This design comes from an exercise in tuning for small area on the open sky130 flow, not from production work. At most, simulation tests tie the RTL to the original design; equivalence was not proved. Function not checked in runs 3 and 4: the RTL went through the layout flow alone. No driver is modelled on the clock port, so clocking that relies on it looks cheaper here than on a real chip. Power figures rest on the tool's default switching activity, not on a simulated workload.

$ cat flow/run.sh
#!/bin/bash
# The standard layout (standard.sh) with these changes:
# - synthesis maps the combinational logic with several area-oriented ABC scripts and keeps
#   the smallest result (flow/synth.tcl around synth_recipe.tcl; registers are unchanged);
# - every port is buffered by the smallest buffer cell, and a buffer that synthesis put on a
#   wire from an input port to an output port is dropped once both ports have their own
#   buffer (flow/post_gpl.tcl);
# - the clock tree is a balanced two-level tree of clkbuf_8 cells built before CTS
#   (flow/pre_cts.tcl, flow/clock_tree.tcl).
# ORFS writes each step's full log under orfs/logs; make's own output goes to standard_flow.log.
set -euo pipefail
here=$(pwd)
export AREA_ABC_SCRIPTS="$(ls $here/flow/a*.abc | tr '\n' ' ')"
export AREA_ABC_REPORT=$here/abc_area.txt
export FLOW_SYNTH_TCL=$here/synth_recipe.tcl
export CLOCK_TREE_TCL=$here/flow/clock_tree.tcl
export CLOCK_TREE_LEAVES=11
bash standard.sh "SYNTH_SCRIPT=$here/flow/synth.tcl" \
  "BUFFER_PORTS_ARGS=-buffer_cell sky130_fd_sc_hd__buf_1" \
  "POST_GLOBAL_PLACE_TCL=$here/flow/post_gpl.tcl" \
  "PRE_CTS_TCL=$here/flow/pre_cts.tcl" \
  "CTS_ARGS=-sink_clustering_enable -repair_clock_nets -buf_list sky130_fd_sc_hd__clkbuf_8 -dont_use_dummy_load" \
  finish > standard_flow.log 2>&1
$ cat flow/a1.abc
strash
dch
map -a
topo
$ cat flow/a2.abc
strash
dch -f
amap
topo
$ cat flow/a3.abc
&get -n
&fraig -x
&put
scorr
dc2
strash
&get -n
&dch -f
&nf -R 1000
&put
topo
$ cat flow/a4.abc
strash
scorr
dc2
dch -f
map -a
amap
topo
$ cat flow/a5.abc
strash
dch -f
amap
strash
dch -f
amap
topo
$ cat flow/a6.abc
strash
scorr
dc2
strash
dch -f
amap
topo
$ cat flow/a7.abc
strash
dc2
dc2
dch -f
amap
topo
$ cat flow/a8.abc
strash
&get -n
&dc2
&put
dch -f
amap
topo
$ cat flow/a9.abc
strash
dch
amap
topo
$ cat flow/clock_tree.tcl
# A two-level clock tree in place of TritonCTS: the clock port drives one root buffer, which
# drives CLK_LEAVES leaf buffers, each at the centre of a k-means cluster of the registers.
proc kmeans_clusters {pts k iters} {
  # pts: list of {x y}; returns a list of cluster indices, one per point
  set n [llength $pts]
  set sorted [lsort -real -index 0 $pts]
  set cent {}
  for {set c 0} {$c < $k} {incr c} {
    lappend cent [lindex $sorted [expr {int(($c + 0.5) * $n / $k)}]]
  }
  set cap [expr {($n + $k - 1) / $k}]
  set assign {}
  for {set it 0} {$it < $iters} {incr it} {
    # nearest centroid first, with at most cap points per cluster
    set pairs {}
    set i 0
    foreach p $pts {
      for {set c 0} {$c < $k} {incr c} {
        set dx [expr {[lindex $p 0] - [lindex $cent $c 0]}]
        set dy [expr {[lindex $p 1] - [lindex $cent $c 1]}]
        lappend pairs [list [expr {$dx * $dx + $dy * $dy}] $i $c]
      }
      incr i
    }
    set assign [lrepeat $n -1]
    set fill [lrepeat $k 0]
    foreach pr [lsort -real -index 0 $pairs] {
      lassign $pr d i c
      if {[lindex $assign $i] >= 0 || [lindex $fill $c] >= $cap} { continue }
      lset assign $i $c
      lset fill $c [expr {[lindex $fill $c] + 1}]
    }
    set newcent {}
    for {set c 0} {$c < $k} {incr c} {
      set sx 0.0; set sy 0.0; set m 0
      foreach p $pts a $assign {
        if {$a == $c} { set sx [expr {$sx + [lindex $p 0]}]; set sy [expr {$sy + [lindex $p 1]}]; incr m }
      }
      if {$m > 0} { lappend newcent [list [expr {$sx / $m}] [expr {$sy / $m}]] } else { lappend newcent [lindex $cent $c] }
    }
    set cent $newcent
  }
  return [list $assign $cent]
}

proc build_clock_tree {clk_name nleaf leaf_master root_master} {
  set db [ord::get_db]
  set block [ord::get_db_block]
  set clk [$block findNet $clk_name]
  set sinks {}
  set pts {}
  foreach it [$clk getITerms] {
    set inst [$it getInst]
    set bb [$inst getBBox]
    lappend sinks $it
    lappend pts [list [expr {([$bb xMin] + [$bb xMax]) / 2.0}] [expr {([$bb yMin] + [$bb yMax]) / 2.0}]]
  }
  puts "clock tree: [llength $sinks] sinks, $nleaf leaf buffers"
  lassign [kmeans_clusters $pts $nleaf 30] assign cent
  set lm [$db findMaster $leaf_master]
  set rm [$db findMaster $root_master]
  set root [odb::dbInst_create $block $rm clktree_root]
  set rnet [odb::dbNet_create $block clktree_root_net]
  $rnet setSigType CLOCK
  [$root findITerm A] connect $clk
  [$root findITerm X] connect $rnet
  set rx 0.0; set ry 0.0
  for {set c 0} {$c < $nleaf} {incr c} {
    set b [odb::dbInst_create $block $lm clktree_leaf_$c]
    set n [odb::dbNet_create $block clktree_leaf_net_$c]
    $n setSigType CLOCK
    [$b findITerm A] connect $rnet
    [$b findITerm X] connect $n
    set cnt 0
    foreach it $sinks a $assign {
      if {$a == $c} { $it disconnect; $it connect $n; incr cnt }
    }
    set x [expr {int([lindex $cent $c 0])}]
    set y [expr {int([lindex $cent $c 1])}]
    $b setLocation $x $y
    $b setPlacementStatus PLACED
    set rx [expr {$rx + $x}]; set ry [expr {$ry + $y}]
    puts "  leaf $c: $cnt sinks at $x $y"
  }
  $root setLocation [expr {int($rx / $nleaf)}] [expr {int($ry / $nleaf)}]
  $root setPlacementStatus PLACED
}
$ cat flow/post_gpl.tcl
# After port buffering: a buffer that synthesis put on a wire from an input port straight to an
# output port now sits between the two port buffers; connect its loads to its input and drop it.
proc bypass_inner_buffers {} {
  set block [ord::get_db_block]
  set n 0
  foreach inst [$block getInsts] {
    if {![string match "sky130_fd_sc_hd__buf_*" [[$inst getMaster] getName]]} { continue }
    set name [$inst getName]
    if {[string match "input*" $name] || [string match "output*" $name]} { continue }
    set a [$inst findITerm A]
    set x [$inst findITerm X]
    set in_net [$a getNet]
    set out_net [$x getNet]
    if {$in_net eq "NULL" || $out_net eq "NULL"} { continue }
    if {[llength [$in_net getBTerms]] > 0 || [llength [$out_net getBTerms]] > 0} { continue }
    foreach it [$out_net getITerms] {
      if {[[$it getInst] getName] eq $name} { continue }
      $it disconnect
      $it connect $in_net
    }
    $a disconnect
    $x disconnect
    odb::dbInst_destroy $inst
    odb::dbNet_destroy $out_net
    incr n
  }
  puts "bypassed $n buffers between port buffers"
}
bypass_inner_buffers
$ cat flow/pre_cts.tcl
# Build a two-level clock tree (one root buffer, CLOCK_TREE_LEAVES leaf buffers over
# balanced clusters of registers) and leave TritonCTS nothing to do on those nets.
source $::env(CLOCK_TREE_TCL)
set nleaf $::env(CLOCK_TREE_LEAVES)
build_clock_tree clk $nleaf sky130_fd_sc_hd__clkbuf_8 sky130_fd_sc_hd__clkbuf_8
set skip [list clk clktree_root_net]
for {set i 0} {$i < $nleaf} {incr i} { lappend skip clktree_leaf_net_$i }
set_cts_config -skip_nets $skip
set_propagated_clock [all_clocks]
$ cat flow/synth.tcl
# The standard synthesis (synth_recipe.tcl), except that the combinational logic is mapped
# with each of the area-oriented ABC scripts in AREA_ABC_SCRIPTS and the smallest result is
# kept; registers, flattening and renaming are unchanged
proc abc {args} {
  set i [lsearch -exact $args -script]
  if {$i < 0} { yosys abc {*}$args; return }
  set lib [lindex $::env(LIB_FILES) 0]
  yosys design -save before_abc
  set best_area 1e30
  foreach script $::env(AREA_ABC_SCRIPTS) {
    yosys design -load before_abc
    lset args [expr {$i + 1}] $script
    yosys abc {*}$args
    set report $::env(AREA_ABC_REPORT)
    yosys tee -q -o $report stat -liberty $lib
    set f [open $report r]
    set text [read $f]
    close $f
    set area 1e30
    regexp {Chip area for (?:module|top module) [^:]*:\s*([0-9.]+)} $text -> area
    puts "abc script [file tail $script]: area $area"
    if {$area < $best_area} {
      set best_area $area
      yosys design -save best_abc
    }
  }
  yosys design -load best_abc
  puts "abc: kept the mapping of area $best_area"
}
source $::env(FLOW_SYNTH_TCL)
$ cat standard.sh
#!/bin/bash
# synth_recipe.tcl (not shown) runs the flow's synth.tcl, then flattens the netlist and writes it again
# the make line also repeats each setting of config.mk as NAME=value (left out here)
make -C /OpenROAD-flow-scripts/flow DESIGN_CONFIG=/design/flow/config.mk WORK_HOME=/design/flow/orfs CLKGATE_MAP_FILE= SYNTH_SCRIPT=/design/flow/synth_recipe.tcl "${@:-finish}"
$ cat config.mk
export PLATFORM = sky130hd
export DESIGN_NAME = lc4_top
export DESIGN_NICKNAME = lc4_top
export VERILOG_FILES = /design/flow/design.v
export SDC_FILE = /design/flow/constraint.sdc
export NUM_CORES = 4
export LEC_CHECK = 0
export ABC_AREA = 1
export CAP_MARGIN = 0
export CORE_MARGIN = 2
export CORE_UTILIZATION = 75
export CTS_BUF_LIST = sky130_fd_sc_hd__clkbuf_8
export SLEW_MARGIN = 0
$ cat constraint.sdc
create_clock -name core_clock -period 6.0 [get_ports {clk}]
set_input_delay 1.2000 -clock core_clock [delete_from_list [all_inputs] [get_ports {clk}]]
set_output_delay 1.2000 -clock core_clock [all_outputs]
set_load 0.01 [all_outputs]
$ cat design.v
`timescale 1ns/100ps
package lc4_isa_pkg;
   localparam int NUM_REGS = 8;
   typedef logic [15:0] word_t;
   typedef logic [2:0]  reg_sel_t;
   typedef enum logic [3:0] {
      OP_BR    = 4'b0000,
      OP_ADD   = 4'b0001,
      OP_AND   = 4'b0101,
      OP_LDR   = 4'b0110,
      OP_STR   = 4'b0111,
      OP_CONST = 4'b1001
   } opcode_e;
   typedef struct packed {
      logic n;
      logic z;
      logic p;
   } nzp_t;
   typedef struct packed {
      opcode_e  opcode;
      reg_sel_t rd;
      reg_sel_t rs;
      logic [2:0] subop;
      reg_sel_t rt;
   } rr_fmt_t;
   typedef struct packed {
      opcode_e  opcode;
      reg_sel_t rd;
      reg_sel_t rs;
      logic     imm_form;
      logic [4:0] imm5;
   } ri_fmt_t;
   typedef struct packed {
      opcode_e  opcode;
      reg_sel_t rd;
      reg_sel_t rs;
      logic [5:0] imm6;
   } mem_fmt_t;
   typedef struct packed {
      opcode_e  opcode;
      nzp_t     nzp;
      logic [8:0] imm9;
   } br_fmt_t;
   typedef struct packed {
      opcode_e  opcode;
      reg_sel_t rd;
      logic [8:0] imm9;
   } const_fmt_t;
   typedef union packed {
      rr_fmt_t    rr;
      ri_fmt_t    ri;
      mem_fmt_t   mem;
      br_fmt_t    br;
      const_fmt_t cnst;
   } insn_u;
   function automatic nzp_t nzp_of(word_t value);
      nzp_t flags;
      flags.n = value[15];
      flags.z = (value == '0);
      flags.p = !value[15] && (value != '0);
      nzp_of = flags;
   endfunction
   typedef enum logic [1:0] {
      ALU_ADD,
      ALU_AND,
      ALU_CONST,
      ALU_BRANCH
   } alu_op_e;
   typedef struct packed {
      logic    valid;
      logic    rs_re;
      logic    rt_re;
      logic    rf_we;
      logic    nzp_we;
      logic    is_load;
      logic    is_store;
      logic    is_branch;
      logic    use_imm;
      alu_op_e alu_op;
   } ctrl_t;
   typedef struct packed {
      word_t pc;
      insn_u insn;
      logic  valid;
   } fd_t;
   typedef struct packed {
      word_t    pc;
      insn_u    insn;
      ctrl_t    ctrl;
      reg_sel_t rs_sel;
      reg_sel_t rt_sel;
      reg_sel_t wsel;
      word_t    rs_data;
      word_t    rt_data;
   } dx_t;
   typedef struct packed {
      word_t    pc;
      word_t    insn;
      ctrl_t    ctrl;
      reg_sel_t wsel;
      reg_sel_t rt_sel;
      word_t    result;
      word_t    store_data;
   } xm_t;
   typedef struct packed {
      logic     rf_we;
      reg_sel_t wsel;
      word_t    data;
   } wb_t;
   typedef struct packed {
      logic     valid;
      word_t    pc;
      word_t    insn;
      logic     rf_we;
      reg_sel_t wsel;
      word_t    wdata;
   } retire_t;
endpackage
`timescale 1ns/100ps
module lc4_top (
   input  logic        clk,
   input  logic        i_reset,
   output logic [15:0] o_imem_addr,
   input  logic [15:0] i_imem_data,
   output logic [15:0] o_dmem_addr,
   output logic        o_dmem_we,
   output logic [15:0] o_dmem_wdata,
   input  logic [15:0] i_dmem_data,
   output logic        o_retire_valid,
   output logic [15:0] o_retire_pc,
   output logic [15:0] o_retire_insn,
   output logic        o_retire_rf_we,
   output logic [2:0]  o_retire_wsel,
   output logic [15:0] o_retire_wdata
);
   logic [2:0]        ph;       
   logic              clr;      
   logic              second;   
   logic [15:0]       pc;
   logic [1:0]        cc;       
   logic [15:0]       rf [0:7];
   logic [1:0]        lo [0:7];   
   logic [15:0]       w;        
   logic [15:0]       d;        
   logic              c;        
   logic [15:0] insn;
   logic [3:0]  op;
   logic        is_br, is_add, is_and, is_const, is_ldr, is_str, is_alu, is_rr, multi, ok, rf_we;
   logic        last, final_rot, adv, taken, wr_now;
   logic [2:0]  p_sel;
   logic [1:0]  p_d, a_d, b_d, imm_d, alu_d, res_d, sum_d;
   logic        cin, cout;
   logic [15:0] imm16, result;
   logic [1:0]  pc_d;
   assign insn     = i_imem_data;
   assign op       = insn[15:12];
   assign is_br    = op == 4'b0000;
   assign is_add   = op == 4'b0001;
   assign is_and   = op == 4'b0101;
   assign is_const = op == 4'b1001;
   assign is_ldr   = op == 4'b0110;
   assign is_str   = op == 4'b0111;
   assign is_alu   = (is_add || is_and) && (insn[5] || insn[4:3] == 2'b00);
   assign ok       = is_alu || is_const || is_ldr || is_str || is_br;
   assign rf_we    = is_alu || is_const || is_ldr;
   assign is_rr    = is_alu && !insn[5];
   assign multi    = is_ldr || is_str || is_rr;
   assign last      = ph == 3'd7;
   assign final_rot = !multi || second;
   assign adv       = !clr && last && final_rot;
   assign wr_now    = rf_we && final_rot;
   assign p_sel = !second ? insn[8:6] : is_str ? insn[11:9] : insn[2:0];
   always_comb begin
      p_d = 2'b00;
      for (int i = 0; i < 8; i++) p_d = p_d | (lo[i] & {2{p_sel == 3'(i)}});
   end
   assign imm16 = (is_const || is_br) ? {{7{insn[8]}}, insn[8:0]} :
                  (is_ldr || is_str)  ? {{10{insn[5]}}, insn[5:0]} :
                                        {{11{insn[4]}}, insn[4:0]};
   assign imm_d = imm16 >> {ph, 1'b0};
   assign pc_d  = pc >> {ph, 1'b0};
   assign a_d  = is_br ? pc_d : is_const ? 2'b00 : p_d;
   assign b_d  = second ? d[1:0] : imm_d;
   assign cin  = (ph == 3'd0) ? is_br : c;
   logic c1;
   assign sum_d[0] = a_d[0] ^ b_d[0] ^ cin;
   assign c1       = (a_d[0] & b_d[0]) | (cin & (a_d[0] ^ b_d[0]));
   assign sum_d[1] = a_d[1] ^ b_d[1] ^ c1;
   assign cout     = (a_d[1] & b_d[1]) | (c1 & (a_d[1] ^ b_d[1]));
   assign alu_d = is_and ? (a_d & b_d) : sum_d;
   assign res_d = clr ? 2'b00 : (second && !is_rr) ? w[1:0] : alu_d;
   assign result = {res_d, w[15:2]};
   for (genvar i = 0; i < 8; i++) begin : g_rf
      assign lo[i] = rf[i][1:0];
      always_ff @(posedge clk) begin
         if (clr || (wr_now && insn[11:9] == 3'(i)))
            rf[i] <= {res_d, rf[i][15:2]};
         else
            rf[i] <= {rf[i][1:0], rf[i][15:2]};
      end
   end
   always_ff @(posedge clk) begin
      if (!clr && is_ldr && !second && last)
         w <= i_dmem_data;
      else
         w <= {res_d, w[15:2]};
      d <= {p_d, d[15:2]};
      c <= cout;
   end
   logic [15:0] pc_inc;
   logic [16:0] pc_cy;
   assign pc_cy[0] = adv;
   for (genvar k = 0; k < 16; k++) begin : g_inc
      assign pc_inc[k]  = pc[k] ^ pc_cy[k];
      assign pc_cy[k+1] = pc[k] & pc_cy[k];
   end
   assign taken  = is_br && ((insn[11] && cc == 2'b11) || (insn[10] && cc == 2'b10) ||
                             (insn[9] && cc == 2'b01));
   always_ff @(posedge clk) begin
      if (i_reset) begin
         ph     <= 3'd0;
         clr    <= 1'b1;
         second <= 1'b0;
         pc     <= 16'h8200;
         cc     <= 2'b00;
      end else begin
         ph <= ph + 3'd1;
         if (last) clr <= 1'b0;
         if (!clr && last && multi) second <= !second;
         pc <= (adv && taken) ? result : pc_inc;
         if (adv && rf_we)
            cc <= {result[15] || result == 16'd0, result[15] || result != 16'd0};
      end
   end
   assign o_imem_addr    = pc;
   assign o_dmem_addr    = result;
   assign o_dmem_we      = adv && is_str;
   assign o_dmem_wdata   = {p_d, d[15:2]};
   assign o_retire_valid = adv && ok;
   assign o_retire_pc    = pc;
   assign o_retire_insn  = insn;
   assign o_retire_rf_we = rf_we;
   assign o_retire_wsel  = insn[11:9];
   assign o_retire_wdata = result;
endmodule
==> results of run 1 <==
## stage by stage
step	power (mW)	TNS, ns	hold slack, ns	utilization
3_5_place_dp	1.34	-3.78	0.312	0.777
6_report	1.84	0	0.326	0.816
5_1_grt	1.90	-0.0450	0.323	0.816
4_1_cts	1.84	0	0.323	0.809
3_3_place_gp	1.35	0	0.310	0.795
2_1_floorplan	1.32	0	0.310	-
## worst max-delay path: cells and delay by family
kind | cells | cell delay [ns]
buffers and inverters | 7 | 0.84
AO/OA/AOI/OAI | 6 | 1.02
adder cells (fa/ha/maj) | 2 | 0.82
AND/OR/NAND/NOR | 4 | 0.72
## state kept, by name, indices dropped and copies added (netlist names)
register  flops
cc            2
ph            3
c             1
d            16
w            16
clr           1
rf          128
second        1
pc           16
## placed cells by master, fill, tap and decap left out, types with 2 or more instances in the layout
| cell type | n |
|---|---|
| sky130_fd_sc_hd__buf_1 | 133 |
| sky130_fd_sc_hd__o21ai_0 | 9 |
| sky130_fd_sc_hd__o221ai_4 | 2 |
| sky130_fd_sc_hd__nor2b_1 | 2 |
| sky130_fd_sc_hd__a21oi_1 | 8 |
| sky130_fd_sc_hd__inv_2 | 2 |
| sky130_fd_sc_hd__or3_1 | 4 |
| sky130_fd_sc_hd__clkinv_1 | 47 |
| sky130_fd_sc_hd__o31ai_1 | 9 |
| sky130_fd_sc_hd__clkbuf_8 | 12 |
| sky130_fd_sc_hd__nand2_1 | 11 |
| sky130_fd_sc_hd__nor2_1 | 41 |
| sky130_fd_sc_hd__nand3_1 | 4 |
| sky130_fd_sc_hd__ha_1 | 20 |
| sky130_fd_sc_hd__o221ai_1 | 4 |
| sky130_fd_sc_hd__nor3_1 | 5 |
| sky130_fd_sc_hd__nor4_1 | 5 |
| sky130_fd_sc_hd__or4_1 | 2 |
| sky130_fd_sc_hd__buf_4 | 7 |
| sky130_fd_sc_hd__clkinv_2 | 4 |
| sky130_fd_sc_hd__nand4_1 | 2 |
| sky130_fd_sc_hd__o22ai_1 | 49 |
| sky130_fd_sc_hd__o22ai_2 | 4 |
| sky130_fd_sc_hd__fa_1 | 2 |
| sky130_fd_sc_hd__dfxtp_1 | 184 |
| sky130_fd_sc_hd__a22o_1 | 14 |
## power by group through the flow
stage	Sequential (mW)	Combinational [mW]	Clock, mW
5_1_grt	1.24	0.0966	0.563
6_report	1.24	0.0878	0.519
3_3_place_gp	1.26	0.0843	0
2_1_floorplan	1.26	0.0581	0
3_5_place_dp	1.26	0.0805	0
4_1_cts	1.24	0.0847	0.522
## path summary, 6_finish.rpt
| path | end | from | slack (ns) |
|---|---|---|---|
| worst min-delay path | rf[0][5]$_DFF_P_ | rf[0][7]$_DFF_P_ | 0.33 |
| worst min register to register | rf[0][5]$_DFF_P_ | rf[0][7]$_DFF_P_ | 0.33 |
| worst max-delay path | o_retire_wdata[15] | i_imem_data[12] | 0.20 |
| worst max register to register | pc[15]$_SDFF_PP1_ | ph[0]$_SDFF_PP0_ | 1.28 |
## final cells by class
class                   count  area (sq um)
plain buffers              12           165
flip-flops and latches    184          3680
inverters                  54           210
fillers                   449          1410
well taps                 102           128
multi-input cells         212          1490
repair buffers            142           562
## cell families after synthesis
group | synth area share
AND/OR/NAND/NOR | 0.0593
AO/OA/AOI/OAI | 0.131
adder cells (fa/ha/maj) | 0.0493
flip-flops | 0.626
buffers and inverters | 0.135
## routing by layer
layer	GRT usage	vias up	share of wire
met5	0	-	0.00093
met4	0.132	2	0.052
met3	0.0391	70	0.081
met2	0.563	267	0.49
met1	0.397	1957	0.37
li1	-	1891	-
## repair_timing
item | in CTS | in global routing
setup buffers | 5 | 2
gates resized for setup | 10 | 10
pin swaps | 3 | 3
setup endpoints to repair | 4 | 4
hold endpoints to repair | 0 | 0
==> run_results.csv, run 1 <==
group,metric,value,unit
route,1st_pass_router_iterations,7,
placed_design,placed_cells_incl_taps,687,
floorplan,die_area,8570,sq um
global_route,groute.usage.overall,0.319,
clock_network,cts_hold_buf,0,
sta,timing.final.crit_share,0.966,
logic_synthesis,syn_area,5890,sq um
floorplan,die_width,92.6,um
route,iteration_0_drc_count_of_the_detailed_router,429,
worst_setup_path,setup.worst_path.start_class,"primary input",
floorplan,chipHeight,92.6,um
floorplan,fp-row-count,32,
logic_synthesis,synth-edff-count,0,
worst_setup_path,worstSetupEndpointType,"primary output",
logic_synthesis,synth.top_cell.area_share,0.626,
floorplan,core_area,7650,sq um
worst_setup_path,setup.worst_path.class,"in2out",
sta,worst_pin_slew,1.36,ns
logic_synthesis,netlist_top_cells_area,"sky130_fd_sc_hd__dfxtp_1 63%, sky130_fd_sc_hd__buf_4 10%, sky130_fd_sc_hd__o22ai_1 5.6%, sky130_fd_sc_hd__ha_1 4.3%, sky130_fd_sc_hd__clkinv_1 3.4%",
logic_synthesis,synth-async-reset-ratio,0,
placed_design,hpwl,9.99,mm
cells_and_area,layout.cells.non_filler,706,
cells_and_area,num_antenna_cells,0,
global_route,first_global_vias,4049,
cells_and_area,post_route_cells_drive_above_1_share,0.0629,
route,drc,0,
sta,max_slew_margin,0.0899,
power,leak,2.41,nW
worst_setup_path,worst_ep_arrival_time,4.60,ns
worst_setup_path,worst-r2r-cell-count,21,
global_route,gr_ovfl_total,0,
power,p_clk_frac,0.282,
placed_design,quantity_of_i_o_buffers_inserted_on_ports,135,
logic_synthesis,synth.top_cells.by_count,"184 x sky130_fd_sc_hd__dfxtp_1, 79 x sky130_fd_sc_hd__buf_4, 54 x sky130_fd_sc_hd__clkinv_1",
global_route,grt_first_pass_wirelength,21.2,mm
power,power_switching,0.403,mW
cells_and_area,finish.net_count,662,
placed_design,dpl_cell_area,5950,sq um
logic_synthesis,ys_dominant_reg_cell,"sky130_fd_sc_hd__dfxtp_1",
worst_setup_path,crit_path_max_fanout,5,
route,num_vias,4187,
route,antenna_violating_nets_post_route,0,
floorplan,boundaryPins,136,
route,routed_wl,14.0,mm
power,peakVddDrop,306,uV
logic_synthesis,synth_seq_cells,184,
logic_synthesis,syn-instance-count,529,
worst_setup_path,cp_data_required_time,4.80,ns
min_path,hold_depth,0,
logic_synthesis,post_synth_net_total,585,
worst_setup_path,critPathMaxStageDelay,0.42,ns
sta,timing.clock.skew,0.0178,ns
power,netSwitchingFraction,0.219,
route,routedWlPerCell,19.8,um
route,route.detailed.vias_per_inst,5.93,
power,p_per_area,295,nW/um^2
logic_synthesis,netlist.top_cell.by_area,"sky130_fd_sc_hd__dfxtp_1",
placed_design,place_worst_setup_slack,-0.900,ns
min_path,min_path_type,"reg2reg",
logic_synthesis,yosys_warnings,3,
worst_setup_path,path_cells,"buf_1 -> nand4_1 -> clkinv_2 -> nor2_1 -> a21oi_1 -> o22ai_2 -> buf_4 -> or3_1 -> o22ai_2 -> nor4_2 -> o32ai_2 -> inv_2 -> fa_1 -> clkinv_1 -> fa_1 -> o32a_1 -> o221ai_4 -> inv_4 -> buf_1",
global_route,grt_start_max_net_pins,21,
clock_network,clkTransAtPathRegs,0.09,ns
clock_network,clock_latency_on_the_worst_skew_pair,0.42,ns
sta,final_critical_path_setup_slack,0.202,ns
sta,finalHoldViolations,0,
sta,max_clock_freq,0.172,GHz
power,p_int,1.44,mW
logic_synthesis,synthesis.area_per_instance,11.1,sq um
status,outcome,"complete, no violations",
logic_synthesis,ys_types,31,
sta,slew_viol_final,0,
cells_and_area,finalInstanceArea,6240,sq um
worst_setup_path,timing.critical_path.slowest_stage_cell,"sky130_fd_sc_hd__fa_1",
job,cap_violations,0,
power,seq_power_share,0.671,
logic_synthesis,yosysMostFrequentCell,"sky130_fd_sc_hd__dfxtp_1",
power,comb_power_share,0.048,
sta,layout_min_cycle_time,5.80,ns
floorplan,effective_utilization_at_floorplan,0.770,
global_route,antenna_violations_before_repair,1,
logic_synthesis,yosysSeqAreaShare,0.626,
sta,finalSetupViolCount,0,
cells_and_area,area.growth.synth_to_final,5.97,%
==> run 2: changes to the inputs <==
--- a/config.mk
+++ b/config.mk
@@ -10,3 +10,3 @@
 export CORE_MARGIN = 2
-export CORE_UTILIZATION = 75
+export CORE_UTILIZATION = 60
 export CTS_BUF_LIST = sky130_fd_sc_hd__clkbuf_8
==> run 2 against run 1 <==
Effect of this change: hold slack improved by 0.0012 ns; largest cell class unchanged; combinational power decreased by 2.7%; clock power decreased by 2%; critical path type unchanged; via count decreased by 7.2%; power decreased by 0.69%; synthesized cell count unchanged; sequential cell count unchanged; design area increased by 0.40%; still clean on timing, DRC and antenna; sequential share of layout area decreased by 0.24 points.
==> run_results.csv, run 2 <==
group,metric,value,unit
worst_setup_path,worst-r2r-cell-count,21,
status,outcome,"complete, no violations",
logic_synthesis,synth.top_cell.area_share,0.626,
min_path,hold_depth,0,
power,p_int,1.44,mW
global_route,grt_start_max_net_pins,21,
power,finalPower,1.83,mW
floorplan,boundaryPins,136,
logic_synthesis,yosysSeqAreaShare,0.626,
logic_synthesis,syn_area,5890,sq um
worst_setup_path,crit_path_max_fanout,5,
floorplan,effective_utilization_at_floorplan,0.611,
route,routed_wl,11.2,mm
sta,finalHoldViolations,0,
placed_design,hpwl,8.17,mm
route,1st_pass_router_iterations,4,
sta,rsz0062_at_grt,"false",
logic_synthesis,synth-async-reset-ratio,0,
logic_synthesis,synth_seq_cells,184,
route,iteration_0_drc_count_of_the_detailed_router,151,
global_route,antenna_violations_before_repair,0,
cells_and_area,final.fill_count,791,
worst_setup_path,worst_ep_arrival_time,4.62,ns
cells_and_area,area.growth.synth_to_final,6.40,%
worst_setup_path,path_cells,"buf_1 -> nand4_1 -> clkinv_2 -> nor2_1 -> a21oi_1 -> o22ai_2 -> buf_4 -> or3_1 -> o22ai_2 -> nor4_2 -> o32ai_2 -> inv_2 -> fa_1 -> clkinv_1 -> fa_1 -> o32a_1 -> o221ai_4 -> inv_4 -> buf_1",
logic_synthesis,yosys_warnings,3,
power,seq_power_share,0.675,
route,route.detailed.vias_per_inst,5.28,
power,p_per_area,292,nW/um^2
global_route,first_global_vias,3296,
global_route,gr_ovfl_total,0,
logic_synthesis,netlist_top_cells_area,"sky130_fd_sc_hd__dfxtp_1 63%, sky130_fd_sc_hd__buf_4 10%, sky130_fd_sc_hd__o22ai_1 5.6%, sky130_fd_sc_hd__ha_1 4.3%, sky130_fd_sc_hd__clkinv_1 3.4%",
route,routedWlPerCell,15.3,um
logic_synthesis,synthesis.area_per_instance,11.1,sq um
cells_and_area,finalInstanceArea,6260,sq um
logic_synthesis,ys_dominant_reg_cell,"sky130_fd_sc_hd__dfxtp_1",
route,num_vias,3884,
cells_and_area,post_route_cells_drive_above_1_share,0.0564,
power,leak,2.40,nW
power,peakVddDrop,301,uV
sta,slew_viol_final,0,
route,antenna_violating_nets_post_route,0,
worst_setup_path,critPathMaxStageDelay,0.43,ns
placed_design,quantity_of_i_o_buffers_inserted_on_ports,135,
power,netSwitchingFraction,0.214,
logic_synthesis,ys_types,31,
floorplan,core_area,9640,sq um
cells_and_area,finish.net_count,661,
sta,max_clock_freq,0.172,GHz
global_route,grt_first_pass_wirelength,16.5,mm
job,cap_violations,0,
global_route,groute.usage.overall,0.199,
worst_setup_path,cp_data_required_time,4.80,ns
worst_setup_path,setup.worst_path.class,"in2out",
clock_network,cts_hold_buf,0,
power,p_clk_frac,0.279,
cells_and_area,num_antenna_cells,0,
route,drc,0,
sta,finalSetupViolCount,0,
sta,max_slew_margin,0.134,
cells_and_area,largest_register_ffs,128,
logic_synthesis,synth.top_cells.by_count,"184 x sky130_fd_sc_hd__dfxtp_1, 79 x sky130_fd_sc_hd__buf_4, 54 x sky130_fd_sc_hd__clkinv_1",
cells_and_area,top_register,"rf",
cells_and_area,final_cell_mix,"184 x sky130_fd_sc_hd__dfxtp_1, 133 x sky130_fd_sc_hd__buf_1, 49 x sky130_fd_sc_hd__clkinv_1, 49 x sky130_fd_sc_hd__o22ai_1, 41 x sky130_fd_sc_hd__nor2_1",
sta,timing.clock.skew,0.0136,ns
clock_network,clkTransAtPathRegs,0.10,ns
floorplan,chipHeight,103,um
cells_and_area,final_core_util,0.650,
logic_synthesis,syn-instance-count,529,
floorplan,fp-row-count,36,
min_path,min_path_type,"reg2reg",
logic_synthesis,post_synth_net_total,585,
placed_design,dpl_cell_area,5980,sq um
sta,layout_min_cycle_time,5.82,ns
power,comb_power_share,0.047,
floorplan,die_area,10600,sq um
logic_synthesis,synth-edff-count,0,
sta,worst_pin_slew,1.29,ns
sta,timing.final.crit_share,0.969,
worst_setup_path,worstSetupEndpointType,"primary output",
logic_synthesis,yosysMostFrequentCell,"sky130_fd_sc_hd__dfxtp_1",
floorplan,die_width,103,um
clock_network,clock_latency_on_the_worst_skew_pair,0.42,ns
worst_setup_path,setup.worst_path.start_class,"primary input",
power,power_switching,0.392,mW
cells_and_area,final_common_cell,"sky130_fd_sc_hd__dfxtp_1",
worst_setup_path,timing.critical_path.slowest_stage_cell,"sky130_fd_sc_hd__fa_1",
logic_synthesis,netlist.top_cell.by_area,"sky130_fd_sc_hd__dfxtp_1",
-- run 2: routing by layer --
metal	wire length, um	GRT usage
met5	0	0
met4	220	0.0435
met3	685	0.0210
met2	4970	0.319
met1	5360	0.293
-- run 2: cell families after synthesis --
family,Yosys count,share of synthesized area
adders and majority gates,22,0.0493
DFF,184,0.626
buffers and inverters,133,0.135
and+or+nand+nor,78,0.0593
AOI/OAI and AO/OA,112,0.131
-- run 2: worst paths after layout --
path                          from                  to  slack, ns
setup / recovery   i_imem_data[14]  o_retire_wdata[15]       0.18
hold reg to reg   rf[4][3]$_DFF_P_    rf[4][1]$_DFF_P_       0.33
setup reg to reg  ph[0]$_SDFF_PP0_   pc[15]$_SDFF_PP1_       1.58
hold / removal    rf[4][3]$_DFF_P_    rf[4][1]$_DFF_P_       0.33
-- run 2: per-stage QoR --
stage               TNS (ns)  worst slack [ns]  std cells  hold WS (ns)
detailed placement     -3.73            -0.898        718         0.312
global placement           0            0.0704        738         0.309
global route               0           0.00813        736         0.329
floorplan                  0            0.0201        529         0.310
finish                     0             0.185        736         0.327
CTS                        0          0.000253        734         0.329
-- run 2: timing repair --
action / in CTS / in global routing
buffers inserted: 4 / 2
pin swaps: 3 / 2
gates resized for setup: 11 / 6
endpoints found under the setup margin: 4 / 4
-- run 2: cell type report --
class | count | area (sq um) | share of cell area
multi-input combinational | 212 | 1490 | 0.237
inverter | 54 | 209 | 0.0334
timing repair buffer | 141 | 554 | 0.0885
sequential | 184 | 3680 | 0.588
tap | 133 | 166 | 0.0266
buffer | 12 | 165 | 0.0264
-- run 2: power by group through the flow --
stage	clock network (mW)	logic [mW]	registers [mW]
2_1_floorplan	0	0.0581	1.26
6_report	0.510	0.0854	1.23
4_1_cts	0.526	0.0840	1.23
3_3_place_gp	0	0.0851	1.26
5_1_grt	0.569	0.0954	1.24
3_5_place_dp	0	0.0798	1.26
-- run 2: critical path: cells and delay by family --
family | cells | cell delay (ns)
AND/OR/NAND/NOR | 4 | 0.72
adder cells (fa/ha/maj) | 2 | 0.84
AO/OA/AOI/OAI | 6 | 1.04
buffers and inverters | 7 | 0.81
==> run 3: changes to the inputs <==
--- a/design.v
+++ b/design.v
@@ -153,3 +153,2 @@
    logic [15:0] imm16, result;
-   logic [1:0]  pc_d;
    assign insn     = i_imem_data;
@@ -176,3 +175,3 @@
    end
-   assign imm16 = (is_const || is_br) ? {{7{insn[8]}}, insn[8:0]} :
+   assign imm16 = is_const            ? {{7{insn[8]}}, insn[8:0]} :
                   (is_ldr || is_str)  ? {{10{insn[5]}}, insn[5:0]} :
@@ -180,6 +179,5 @@
    assign imm_d = imm16 >> {ph, 1'b0};
-   assign pc_d  = pc >> {ph, 1'b0};
-   assign a_d  = is_br ? pc_d : is_const ? 2'b00 : p_d;
+   assign a_d  = is_const ? 2'b00 : p_d;
    assign b_d  = second ? d[1:0] : imm_d;
-   assign cin  = (ph == 3'd0) ? is_br : c;
+   assign cin  = (ph == 3'd0) ? 1'b0 : c;
    logic c1;
@@ -209,8 +207,9 @@
    end
-   logic [15:0] pc_inc;
+   logic [15:0] pc_inc, pc_off;
    logic [16:0] pc_cy;
+   assign pc_off   = (adv && taken) ? {{7{insn[8]}}, insn[8:0]} : 16'd0;
    assign pc_cy[0] = adv;
    for (genvar k = 0; k < 16; k++) begin : g_inc
-      assign pc_inc[k]  = pc[k] ^ pc_cy[k];
-      assign pc_cy[k+1] = pc[k] & pc_cy[k];
+      assign pc_inc[k]  = pc[k] ^ pc_off[k] ^ pc_cy[k];
+      assign pc_cy[k+1] = (pc[k] & pc_off[k]) | (pc_cy[k] & (pc[k] ^ pc_off[k]));
    end
@@ -229,3 +228,3 @@
          if (!clr && last && multi) second <= !second;
-         pc <= (adv && taken) ? result : pc_inc;
+         pc <= pc_inc;
          if (adv && rf_we)
==> run 3 against run 2 <==
Effect of this change: largest power group unchanged; the layout now fails its checks (setup timing); register-to-register slack worse by 2.4 ns; combinational power shrank 9.6%; design area is 1.6% higher.
==> run_results.csv, run 3 <==
group,metric,value,unit
status,outcome,"complete, but fails checks",
status,check.faults,"setup timing",
route,routedWlPerCell,13.8,um
placed_design,place_worst_setup_slack,-2.51,ns
global_route,gr_ovfl_total,0,
logic_synthesis,synth-async-reset-ratio,0,
min_path,hold_depth,0,
cells_and_area,post_route_cells_drive_above_1_share,0.0940,
cells_and_area,layout.cells.non_filler,718,
cells_and_area,finish.net_count,643,
global_route,groute.usage.overall,0.178,
sta,rsz0062_at_grt,"true",
global_route,grt_first_pass_wirelength,14.9,mm
worst_setup_path,setup.worst_path.class,"in2reg",
sta,layout_min_cycle_time,7.42,ns
route,routed_wl,9.94,mm
sta,timing.final.crit_share,1.24,
clock_network,clock_latency_on_the_worst_skew_pair,0.42,ns
logic_synthesis,synth_seq_cells,184,
route,num_vias,3522,
floorplan,boundaryPins,136,
power,p_per_area,286,nW/um^2
min_path,min_path_type,"reg2reg",
global_route,grt_start_max_net_pins,22,
logic_synthesis,post_synth_net_total,566,
logic_synthesis,synth-edff-count,0,
floorplan,die_width,103,um
worst_setup_path,cp_data_required_time,6.32,ns
logic_synthesis,yosysMostFrequentCell,"sky130_fd_sc_hd__dfxtp_1",
power,leak,2.38,nW
floorplan,core_area,9640,sq um
logic_synthesis,netlist_top_cells_area,"sky130_fd_sc_hd__dfxtp_1 63%, sky130_fd_sc_hd__buf_4 10%, sky130_fd_sc_hd__fa_1 5.8%, sky130_fd_sc_hd__o22ai_1 3.7%, sky130_fd_sc_hd__clkinv_1 3.5%",
sta,slew_viol_final,0,
logic_synthesis,syn_area,5870,sq um
floorplan,die_area,10600,sq um
job,cap_violations,0,
sta,max_slew_margin,0.225,
placed_design,quantity_of_i_o_buffers_inserted_on_ports,135,
logic_synthesis,synth.top_cell.area_share,0.628,
cells_and_area,area.growth.synth_to_final,8.42,%
placed_design,dpl_cell_area,6050,sq um
route,wl_met2,4.54,mm
logic_synthesis,synth.top_cells.by_count,"184 x sky130_fd_sc_hd__dfxtp_1, 79 x sky130_fd_sc_hd__buf_4, 54 x sky130_fd_sc_hd__clkinv_1",
logic_synthesis,yosys_warnings,3,
worst_setup_path,worst_ep_arrival_time,7.74,ns
route,1st_pass_router_iterations,4,
floorplan,effective_utilization_at_floorplan,0.609,
sta,final_critical_path_setup_slack,-1.42,ns
worst_setup_path,path_common_cell,"sky130_fd_sc_hd__fa_2",
cells_and_area,top_register,"rf",
sta,timing.clock.skew,0.0198,ns
placed_design,placed_cells_incl_taps,699,
floorplan,fp-row-count,36,
placed_design,hpwl,7.46,mm
clock_network,clkTransAtPathRegs,0.10,ns
sta,finalHoldWorstSlack,0.326,ns
worst_setup_path,worst-r2r-cell-count,24,
worst_setup_path,crit_path_max_fanout,2,
clock_network,cts_hold_buf,0,
logic_synthesis,synthesis.area_per_instance,11.5,sq um
global_route,first_global_vias,3020,
sta,max_clock_freq,0.135,GHz
floorplan,chipHeight,103,um
cells_and_area,finalInstanceArea,6360,sq um
route,iteration_0_drc_count_of_the_detailed_router,115,
route,route.top_layer_used,"met4",
worst_setup_path,timing.critical_path.slowest_stage_cell,"sky130_fd_sc_hd__fa_2",
worst_setup_path,critPathMaxStageDelay,0.35,ns
logic_synthesis,yosysSeqAreaShare,0.628,
power,peakVddDrop,252,uV
logic_synthesis,ys_dominant_reg_cell,"sky130_fd_sc_hd__dfxtp_1",
worst_setup_path,worstSetupEndpointType,"flop",
sta,finalSetupViolCount,7,
route,drc,0,
cells_and_area,largest_register_ffs,128,
route,met3_length,512,um
logic_synthesis,syn-instance-count,510,
global_route,antenna_violations_before_repair,0,
route,route.detailed.vias_per_inst,4.91,
sta,finalHoldViolations,0,
logic_synthesis,netlist.top_cell.by_area,"sky130_fd_sc_hd__dfxtp_1",
cells_and_area,num_antenna_cells,0,
cells_and_area,final_common_cell,"sky130_fd_sc_hd__dfxtp_1",
route,routed_length_on_met1,4.69,mm
route,antenna_violating_nets_post_route,0,
cells_and_area,final_cell_mix,"184 x sky130_fd_sc_hd__dfxtp_1, 128 x sky130_fd_sc_hd__buf_1, 50 x sky130_fd_sc_hd__clkinv_1",
sta,worst_pin_slew,1.16,ns
worst_setup_path,setup.worst_path.start_class,"primary input",
logic_synthesis,ys_types,28,
## run 3: kinds of logic (layout without fill, tap and decap cells)
family | after synthesis | after routing | synth area share
compound gates | 90 | 90 | 0.0972
fa+ha+maj | 22 | 22 | 0.0687
buf+inv | 133 | 208 | 0.136
flops | 184 | 184 | 0.628
simple gates | 81 | 81 | 0.0708
## run 3: final timing paths
check / startpoint / to / slack (ns)
worst max-delay path: i_imem_data[13] / pc[15]$_SDFF_PP1_ / -1.42
worst min-delay path: rf[2][8]$_DFF_P_ / rf[2][6]$_DFF_P_ / 0.33
worst max register to register: ph[0]$_SDFF_PP0_ / pc[15]$_SDFF_PP1_ / -0.86
worst min register to register: rf[2][8]$_DFF_P_ / rf[2][6]$_DFF_P_ / 0.33
## run 3: area by class of cell
cell class	count	area [sq um]
buffer	12	165
timing repair buffer	142	599
inverter	54	248
tap	133	166
fill	793	3280
multi-input combinational	193	1500
sequential	184	3680
## run 3: stage by stage
stage | power (mW) | setup TNS [ns] | util
after floorplan | 1.31 | -6.90 | -
after global placement | 1.34 | -8.06 | 0.661
after detailed placement | 1.33 | -12.50 | 0.627
final | 1.82 | -5.04 | 0.660
after CTS | 1.84 | -4.82 | 0.656
after global routing | 1.89 | -6.64 | 0.660
## run 3: metal layers
| metal | up-vias | global-route usage |
|---|---|---|
| met5 | - | 0 |
| met4 | 0 | 0.0364 |
| met3 | 15 | 0.0176 |
| met2 | 115 | 0.285 |
| met1 | 1632 | 0.266 |
| li1 | 1760 | - |
## run 3: what timing repair did
item / 4_1_cts / 5_1_grt
pin swaps: 3 / 0
cloned: 0 / 0
endpoints found under the setup margin: 9 / 10
setup buffers: 6 / 1
resized for setup: 23 / 7
## run 3: worst max-delay path, delay by kind of cell
kind                       cells  cell delay, ns
adders and majority gates     15            5.05
and+or+nand+nor                6            0.78
AOI/OAI and AO/OA              3            0.50
buffers and inverters          3            0.20
## run 3: where the power goes
| group | switching (mW) | internal, mW |
|---|---|---|
| clock | 0.330 | 0.180 |
| sequential | 0.00399 | 1.23 |
| combinational | 0.0483 | 0.0289 |
==> run 4: changes to the inputs <==
--- a/design.v
+++ b/design.v
@@ -153,2 +153,3 @@
    logic [15:0] imm16, result;
+   logic [1:0]  pc_d;
    assign insn     = i_imem_data;
@@ -166,2 +167,6 @@
    assign multi    = is_ldr || is_str || is_rr;
+   logic br_op, mem_op, imm9_op;
+   assign br_op   = insn[14:12] == 3'b000;             
+   assign mem_op  = insn[13];                           
+   assign imm9_op = !insn[13] && (insn[15] || !insn[12]);   
    assign last      = ph == 3'd7;
@@ -170,3 +175,3 @@
    assign wr_now    = rf_we && final_rot;
-   assign p_sel = !second ? insn[8:6] : is_str ? insn[11:9] : insn[2:0];
+   assign p_sel = !second ? insn[8:6] : mem_op ? insn[11:9] : insn[2:0];
    always_comb begin
@@ -175,9 +180,10 @@
    end
-   assign imm16 = is_const            ? {{7{insn[8]}}, insn[8:0]} :
-                  (is_ldr || is_str)  ? {{10{insn[5]}}, insn[5:0]} :
-                                        {{11{insn[4]}}, insn[4:0]};
+   assign imm16 = imm9_op ? {{7{insn[8]}}, insn[8:0]} :
+                  mem_op  ? {{10{insn[5]}}, insn[5:0]} :
+                            {{11{insn[4]}}, insn[4:0]};
    assign imm_d = imm16 >> {ph, 1'b0};
-   assign a_d  = is_const ? 2'b00 : p_d;
+   assign pc_d  = pc >> {ph, 1'b0};
+   assign a_d  = br_op ? pc_d : insn[15] ? 2'b00 : p_d;
    assign b_d  = second ? d[1:0] : imm_d;
-   assign cin  = (ph == 3'd0) ? 1'b0 : c;
+   assign cin  = (ph == 3'd0) ? br_op : c;
    logic c1;
@@ -187,4 +193,4 @@
    assign cout     = (a_d[1] & b_d[1]) | (c1 & (a_d[1] ^ b_d[1]));
-   assign alu_d = is_and ? (a_d & b_d) : sum_d;
-   assign res_d = clr ? 2'b00 : (second && !is_rr) ? w[1:0] : alu_d;
+   assign alu_d = (insn[14] && !insn[13]) ? (a_d & b_d) : sum_d;    
+   assign res_d = clr ? 2'b00 : (second && mem_op) ? w[1:0] : alu_d;
    assign result = {res_d, w[15:2]};
@@ -200,3 +206,3 @@
    always_ff @(posedge clk) begin
-      if (!clr && is_ldr && !second && last)
+      if (last && !insn[12])
          w <= i_dmem_data;
@@ -207,9 +213,8 @@
    end
-   logic [15:0] pc_inc, pc_off;
+   logic [15:0] pc_inc;
    logic [16:0] pc_cy;
-   assign pc_off   = (adv && taken) ? {{7{insn[8]}}, insn[8:0]} : 16'd0;
    assign pc_cy[0] = adv;
    for (genvar k = 0; k < 16; k++) begin : g_inc
-      assign pc_inc[k]  = pc[k] ^ pc_off[k] ^ pc_cy[k];
-      assign pc_cy[k+1] = (pc[k] & pc_off[k]) | (pc_cy[k] & (pc[k] ^ pc_off[k]));
+      assign pc_inc[k]  = pc[k] ^ pc_cy[k];
+      assign pc_cy[k+1] = pc[k] & pc_cy[k];
    end
@@ -228,3 +233,3 @@
          if (!clr && last && multi) second <= !second;
-         pc <= pc_inc;
+         pc <= (adv && taken) ? result : pc_inc;
          if (adv && rf_we)
==> run 4 against run 3 <==
Effect of this change: now clean on timing, DRC and antenna; largest power group unchanged; maximum frequency grew 29%; highest routed layer unchanged; clock power is essentially flat; utilization shrank 1.3 points; power grew 1.1%; hold slack lost 0.0028 ns; clock skew shrank 0.0037 ns; first-iteration DRC count grew 25%.
==> run_results.csv, run 4 <==
group,metric,value,unit
logic_synthesis,yosysSeqAreaShare,0.626,
cells_and_area,num_antenna_cells,0,
global_route,antenna_violations_before_repair,0,
cells_and_area,top_register,"rf",
sta,layout_min_cycle_time,5.74,ns
placed_design,place_worst_setup_slack,-1.08,ns
floorplan,effective_utilization_at_floorplan,0.610,
placed_design,hpwl,8.03,mm
min_path,min_path_type,"reg2reg",
logic_synthesis,synth.top_cells.by_count,"184 x sky130_fd_sc_hd__dfxtp_1, 79 x sky130_fd_sc_hd__buf_4, 53 x sky130_fd_sc_hd__clkinv_1",
clock_network,cts_hold_buf,0,
status,outcome,"complete, no violations",
logic_synthesis,synth-edff-count,0,
route,iteration_0_drc_count_of_the_detailed_router,144,
route,routedWlPerCell,14.7,um
global_route,groute.usage.overall,0.197,
floorplan,boundaryPins,136,
sta,timing.clock.skew,0.0161,ns
route,1st_pass_router_iterations,4,
logic_synthesis,yosysMostFrequentCell,"sky130_fd_sc_hd__dfxtp_1",
worst_setup_path,path_common_cell,"sky130_fd_sc_hd__o22ai_1",
floorplan,die_area,10600,sq um
cells_and_area,largest_register_ffs,128,
global_route,grt_first_pass_wirelength,16.6,mm
worst_setup_path,worst_ep_arrival_time,4.54,ns
worst_setup_path,critPathMaxStageDelay,0.43,ns
sta,worst_pin_slew,0.980,ns
placed_design,quantity_of_i_o_buffers_inserted_on_ports,135,
cells_and_area,finish.net_count,664,
sta,max_clock_freq,0.174,GHz
job,cap_violations,0,
power,finalPower,1.84,mW
logic_synthesis,netlist_top_cells_area,"sky130_fd_sc_hd__dfxtp_1 63%, sky130_fd_sc_hd__buf_4 10%, sky130_fd_sc_hd__o22ai_1 4.8%, sky130_fd_sc_hd__ha_1 4.3%, sky130_fd_sc_hd__clkinv_1 3.4%",
floorplan,core_area,9640,sq um
logic_synthesis,syn-instance-count,535,
worst_setup_path,timing.critical_path.slowest_stage_cell,"sky130_fd_sc_hd__fa_1",
worst_setup_path,setup.worst_path.class,"in2out",
route,routed_wl,10.9,mm
worst_setup_path,worstSetupEndpointType,"primary output",
sta,final_critical_path_setup_slack,0.263,ns
global_route,first_global_vias,3539,
global_route,grt_start_max_net_pins,22,
worst_setup_path,path_cells,"buf_2 -> clkinv_2 -> o22ai_1 -> nor2_1 -> a21oi_2 -> inv_2 -> or3_1 -> o22ai_1 -> nor4_4 -> o22ai_2 -> clkinv_1 -> fa_1 -> clkinv_1 -> fa_1 -> o22ai_1 -> a21oi_1 -> o21ai_4 -> clkinv_2 -> buf_1",
power,peakVddDrop,149,uV
power,leak,2.39,nW
logic_synthesis,yosys_warnings,3,
route,num_vias,3833,
clock_network,clock_latency_on_the_worst_skew_pair,0.42,ns
floorplan,chipHeight,103,um
sta,rsz0062_at_grt,"false",
route,antenna_violating_nets_post_route,0,
sta,finalHoldWorstSlack,0.323,ns
worst_setup_path,cp_data_required_time,4.80,ns
logic_synthesis,syn_area,5880,sq um
worst_setup_path,setup.worst_path.start_class,"primary input",
logic_synthesis,post_synth_net_total,591,
clock_network,clkTransAtPathRegs,0.10,ns
floorplan,fp-row-count,36,
cells_and_area,post_route_cells_drive_above_1_share,0.0479,
logic_synthesis,ys_types,28,
worst_setup_path,crit_path_max_fanout,10,
logic_synthesis,netlist.top_cell.by_area,"sky130_fd_sc_hd__dfxtp_1",
sta,timing.final.crit_share,0.956,
cells_and_area,area.growth.synth_to_final,5.97,%
global_route,gr_ovfl_total,0,
sta,finalSetupViolCount,0,
route,route.detailed.vias_per_inst,5.19,
route,drc,0,
logic_synthesis,synth.top_cell.area_share,0.626,
logic_synthesis,synth_seq_cells,184,
power,p_per_area,295,nW/um^2
sta,max_slew_margin,0.347,
logic_synthesis,synthesis.area_per_instance,11.0,sq um
logic_synthesis,synth-async-reset-ratio,0,
sta,slew_viol_final,0,
sta,finalHoldViolations,0,
floorplan,die_width,103,um
cells_and_area,final_common_cell,"sky130_fd_sc_hd__dfxtp_1",
logic_synthesis,ys_dominant_reg_cell,"sky130_fd_sc_hd__dfxtp_1",
cells_and_area,final_core_util,0.647,
cells_and_area,final_cell_mix,"184 x sky130_fd_sc_hd__dfxtp_1, 133 x sky130_fd_sc_hd__buf_1, 49 x sky130_fd_sc_hd__clkinv_1",
[run 4: cell count changes in the layout (fill, tap and decap cells not counted), sizes merged, moves of 10 or more]
cell and change:
fa -15, nor2 +20, o22a -14, ha +15, a22o +14, nor2b -17
o22ai +10
[run 4: kinds of logic after synthesis]
| logic type | Yosys count | share of synthesized area |
|---|---|---|
| flip-flops | 184 | 0.626 |
| adder cells (fa/ha/maj) | 22 | 0.0493 |
| AO/OA/AOI/OAI | 114 | 0.128 |
| AND/OR/NAND/NOR | 83 | 0.0625 |
| buffers and inverters | 132 | 0.135 |
[run 4: worst max-delay path, delay by kind of cell]
family	cells	cell delay [ns]
simple gates	3	0.55
compound gates	7	1.12
buf+inv	7	0.83
fa+ha+maj	2	0.83
[run 4: timing repair]
| action | 4_1_cts | 5_1_grt |
|---|---|---|
| buffers inserted | 0 | 3 |
| endpoints found under the setup margin | 4 | 2 |
| resized for setup | 12 | 5 |
[run 4: area by class of cell]
type	instances	area (sq um)
buffer	12	165
fill	833	3400
inverter	53	201
multi-input combinational	219	1490
sequential	184	3680
tap	133	166
timing repair buffer	138	532
[run 4: power breakdown]
part	internal [mW]	leakage, nW	total (mW)	switching, mW
Combinational	0.0322	0.821	0.0894	0.0573
Sequential	1.23	1.48	1.24	0.00927
Clock	0.180	0.0863	0.509	0.329
Total	1.44	2.39	1.84	0.395
[run 4: routing by layer]
layer,wire (um),vias up,track usage
li1,-,1891,-
met1,4840,1791,0.258
met2,5050,129,0.333
met3,681,22,0.0332
met4,314,0,0.0668
met5,0,-,0
[run 4: metrics by stage]
| stage | TNS, ns | std cells | instance area [sq um] |
|---|---|---|---|
| global placement | 0 | 738 | 6080 |
| finish | 0 | 739 | 6240 |
| floorplan | 0 | 535 | 5880 |
| detailed placement | -3.67 | 724 | 5990 |
| global route | 0 | 739 | 6240 |
| CTS | 0 | 736 | 6200 |
[run 4: path summary, 6_finish.rpt]
kind / startpoint / end / slack, ns / cells past startpoint
max reg2reg: ph[0]$_SDFF_PP0_ / pc[15]$_SDFF_PP1_ / 1.68 / 21
max: i_imem_data[13] / o_retire_wdata[15] / 0.26 / 19
min reg2reg: rf[1][3]$_DFF_P_ / rf[1][1]$_DFF_P_ / 0.32 / 0
min: rf[1][3]$_DFF_P_ / rf[1][1]$_DFF_P_ / 0.32 / 0
==> run 5: changes to the inputs <==
--- a/design.v
+++ b/design.v
@@ -194,3 +194,3 @@
    assign alu_d = (insn[14] && !insn[13]) ? (a_d & b_d) : sum_d;    
-   assign res_d = clr ? 2'b00 : (second && mem_op) ? w[1:0] : alu_d;
+   assign res_d = (second && mem_op) ? w[1:0] : alu_d;
    assign result = {res_d, w[15:2]};
@@ -200,3 +200,3 @@
          if (clr || (wr_now && insn[11:9] == 3'(i)))
-            rf[i] <= {res_d, rf[i][15:2]};
+            rf[i] <= {res_d & {2{!clr}}, rf[i][15:2]};
          else
==> run 5 against run 4 <==
Effect of this change: still clean; sequential power is 6% higher; utilization is 0.68 points lower; critical endpoint is now o_dmem_addr[14]; highest routed layer unchanged; worst setup slack worse by 0.0063 ns.
==> run_results.csv, run 5 <==
group,metric,value,unit
floorplan,die_area,10600,sq um
route,1st_pass_router_iterations,5,
route,met3_length,847,um
floorplan,core_area,9640,sq um
route,route.top_layer_used,"met4",
min_path,min-delay-start,"rf[2][7]$_DFF_P_",
floorplan,die_width,103,um
worst_setup_path,regToRegEndpoint,"cc[1]$_SDFFE_PP0P_",
worst_setup_path,worstSetupEndpointType,"primary output",
worst_setup_path,worst_ep_arrival_time,4.54,ns
route,drc,0,
cells_and_area,num_antenna_cells,0,
global_route,groute.usage.overall,0.201,
worst_setup_path,crit_path_max_fanout,9,
min_path,worst_hold_path.endpoint,"rf[2][5]$_DFF_P_",
logic_synthesis,yosysMostFrequentCell,"sky130_fd_sc_hd__dfxtp_1",
logic_synthesis,post_synth_net_total,578,
placed_design,placed_cells_incl_taps,711,
logic_synthesis,netlist_top_cells_area,"sky130_fd_sc_hd__dfxtp_1 63%, sky130_fd_sc_hd__buf_4 10%, sky130_fd_sc_hd__o22ai_1 5.0%, sky130_fd_sc_hd__ha_1 4.3%, sky130_fd_sc_hd__clkinv_1 3.1%",
cells_and_area,final_common_cell,"sky130_fd_sc_hd__dfxtp_1",
logic_synthesis,synthesis.area_per_instance,11.2,sq um
logic_synthesis,netlist.top_cell.by_area,"sky130_fd_sc_hd__dfxtp_1",
sta,finalHoldViolations,0,
cells_and_area,finish.net_count,653,
route,num_vias,3851,
logic_synthesis,synth.top_cell.area_share,0.629,
clock_network,clkTransAtPathRegs,0.10,ns
sta,timing.clock.skew,0.0132,ns
worst_setup_path,setup.worst_path.start_class,"primary input",
logic_synthesis,ys_types,31,
worst_setup_path,worst-r2r-cell-count,15,
sta,finalSetupViolCount,0,
power,peakVddDrop,247,uV
min_path,min_path_type,"reg2reg",
global_route,antenna_violations_before_repair,0,
clock_network,clock_latency_on_the_worst_skew_pair,0.42,ns
route,routed_wl,11.0,mm
cells_and_area,largest_register_ffs,128,
logic_synthesis,synth-edff-count,0,
cells_and_area,post_route_cells_drive_above_1_share,0.0454,
logic_synthesis,yosysSeqAreaShare,0.629,
global_route,grt_first_pass_wirelength,16.7,mm
logic_synthesis,syn-instance-count,522,
cells_and_area,final_cell_mix,"184 x sky130_fd_sc_hd__dfxtp_1, 134 x sky130_fd_sc_hd__buf_1, 46 x sky130_fd_sc_hd__o22ai_1",
global_route,first_global_vias,3384,
placed_design,quantity_of_i_o_buffers_inserted_on_ports,135,
logic_synthesis,ys_dominant_reg_cell,"sky130_fd_sc_hd__dfxtp_1",
route,wl_met2,5.00,mm
global_route,gr_ovfl_total,0,
sta,max_clock_freq,0.174,GHz
floorplan,chipHeight,103,um
cells_and_area,top_register,"rf",
worst_setup_path,cp_data_required_time,4.80,ns
status,outcome,"complete, no violations",
floorplan,fp-row-count,36,
worst_setup_path,worst_r2r_startpoint,"ph[0]$_SDFF_PP0_",
power,leak,2.39,nW
floorplan,boundaryPins,136,
floorplan,effective_utilization_at_floorplan,0.608,
sta,final_critical_path_setup_slack,0.257,ns
sta,timing.final.crit_share,0.957,
sta,max_slew_margin,0.0978,
route,antenna_violating_nets_post_route,0,
sta,worst_pin_slew,1.35,ns
route,routedWlPerCell,15.2,um
power,p_per_area,334,nW/um^2
logic_synthesis,synth-async-reset-ratio,0,
cells_and_area,layout.cells.non_filler,728,
placed_design,place_worst_setup_slack,-0.673,ns
route,routed_length_on_met1,5.00,mm
route,route.detailed.vias_per_inst,5.29,
sta,layout_min_cycle_time,5.74,ns
logic_synthesis,syn_area,5860,sq um
logic_synthesis,synth_seq_cells,184,
sta,slew_viol_final,0,
min_path,hold_depth,0,
global_route,grt_start_max_net_pins,20,
worst_setup_path,setup.worst_path.class,"in2out",
job,cap_violations,0,
logic_synthesis,synth.top_cells.by_count,"184 x sky130_fd_sc_hd__dfxtp_1, 79 x sky130_fd_sc_hd__buf_4, 49 x sky130_fd_sc_hd__clkinv_1",
route,iteration_0_drc_count_of_the_detailed_router,170,
placed_design,hpwl,8.04,mm
logic_synthesis,yosys_warnings,3,
worst_setup_path,r2r_slack,1.35,ns
cells_and_area,area.growth.synth_to_final,5.29,%
run 5: cell types whose count changed in the layout (fill, tap and decap cells not counted), moves of 3 or more:
| cell | before | now |
|---|---|---|
| sky130_fd_sc_hd__nor2_1 | 42 | 36 |
| sky130_fd_sc_hd__or3_1 | 6 | 3 |
| sky130_fd_sc_hd__o22ai_1 | 43 | 46 |
| sky130_fd_sc_hd__clkinv_1 | 49 | 45 |
| sky130_fd_sc_hd__a21oi_1 | 17 | 9 |
| sky130_fd_sc_hd__or4_1 | 2 | 5 |
| sky130_fd_sc_hd__nand3_1 | 5 | 8 |
run 5: critical path: stages:
cell and delay [ns]:
sky130_fd_sc_hd__buf_2 0.18, sky130_fd_sc_hd__clkinv_2 0.15, sky130_fd_sc_hd__o22ai_1 0.16, sky130_fd_sc_hd__nor2_1 0.07, sky130_fd_sc_hd__a21oi_2 0.21, sky130_fd_sc_hd__clkinv_1 0.17
sky130_fd_sc_hd__nand3_1 0.13, sky130_fd_sc_hd__o22ai_1 0.09, sky130_fd_sc_hd__nor4_2 0.35, sky130_fd_sc_hd__o32ai_1 0.18, sky130_fd_sc_hd__fa_1 0.56, sky130_fd_sc_hd__nand2_1 0.05
sky130_fd_sc_hd__o21ai_0 0.80, sky130_fd_sc_hd__buf_1 0.23
run 5: cell families (layout without fill, tap and decap cells):
kind of cell    after synthesis  in the layout  share of synthesized area
fa+ha+maj                    22             22                     0.0495
compound gates              116            116                      0.135
flops                       184            184                      0.629
buf+inv                     128            201                      0.133
simple gates                 72             72                     0.0549
run 5: through the flow:
step	TNS, ns	hold WS (ns)	area [sq um]	total power [mW]	utilization
2_1_floorplan	0	0.310	5860	1.57	-
3_3_place_gp	0	0.310	6040	1.58	0.626
3_5_place_dp	-2.77	0.312	5940	1.57	0.616
4_1_cts	0	0.324	6130	2.08	0.636
5_1_grt	-0.0171	0.327	6170	2.17	0.640
6_report	0	0.322	6170	2.06	0.640
run 5: timing repair:
| item | CTS | global route |
|---|---|---|
| gates resized for setup | 6 | 4 |
| setup endpoints to repair | 4 | 4 |
| pin swaps | 0 | 1 |
| buffers inserted | 0 | 5 |
| hold buffers | 0 | 0 |
| endpoints found under the hold margin | 0 | 0 |
run 5: worst max-delay path by stage:
stage	start	to	slack [ns]	cells past startpoint
floorplan	i_imem_data[13]	o_retire_wdata[15]	0.47	15
global placement	i_imem_data[13]	o_retire_wdata[15]	0.26	16
detailed placement	i_imem_data[13]	o_dmem_addr[15]	-0.67	16
CTS	i_imem_data[13]	o_dmem_addr[15]	0.03	17
global route	i_imem_data[13]	o_retire_wdata[15]	-0.01	17
finish	i_imem_data[13]	o_dmem_addr[14]	0.26	14
run 5: metal layers:
metal  vias to the layer above  track usage
met3                        16       0.0325
met1                      1801        0.285
li1                       1878            -
met2                       156        0.326
met4                         0       0.0466
met5                         -            0
run 5: report_power, final:
part	internal (mW)	switching, mW
Clock	0.180	0.327
Sequential	1.27	0.0512
Combinational	0.0929	0.145
Total	1.54	0.523
run 5: layout make-up:
type	count	area [sq um]
inverter	49	186
tap	133	166
sequential	184	3680
buffer	12	165
fill	827	3470
timing repair buffer	140	546
multi-input combinational	210	1420

-- static timing again, ports no longer ideal --
No port has a modelled driver above. Below, the same layouts with a new extraction and two added sets of constraints. Step 1, drivers: a clkbuf_16 drives clk and a buf_2 each remaining input, both assumed. Step 2 times the ports against the registers' clock, not the clock port: input delays grow and output delays shrink by t, the midpoint of the rising clock arrivals with the driver on. a / b / c = ideal / step 1 / step 2; a / b = the first two.
run	t (ns)	setup WS [ns]	slew at the worst register clock pin (ns)
run 1	0.446	0.202 / 0.177 / 0.011	0.11 / 0.11
run 2	0.448	0.185 / 0.161 / 0.161	0.10 / 0.10
run 3	0.436	-1.423 / -1.436 / -1.873	0.11 / 0.11
run 4	0.446	0.263 / 0.230 / 0.091	0.10 / 0.10
run 5	0.449	0.257 / 0.231 / 0.064	0.10 / 0.10
For run 3, which loses most, drivers alone change the setup slack by -0.013 ns; drivers and shift together by -0.450 ns.
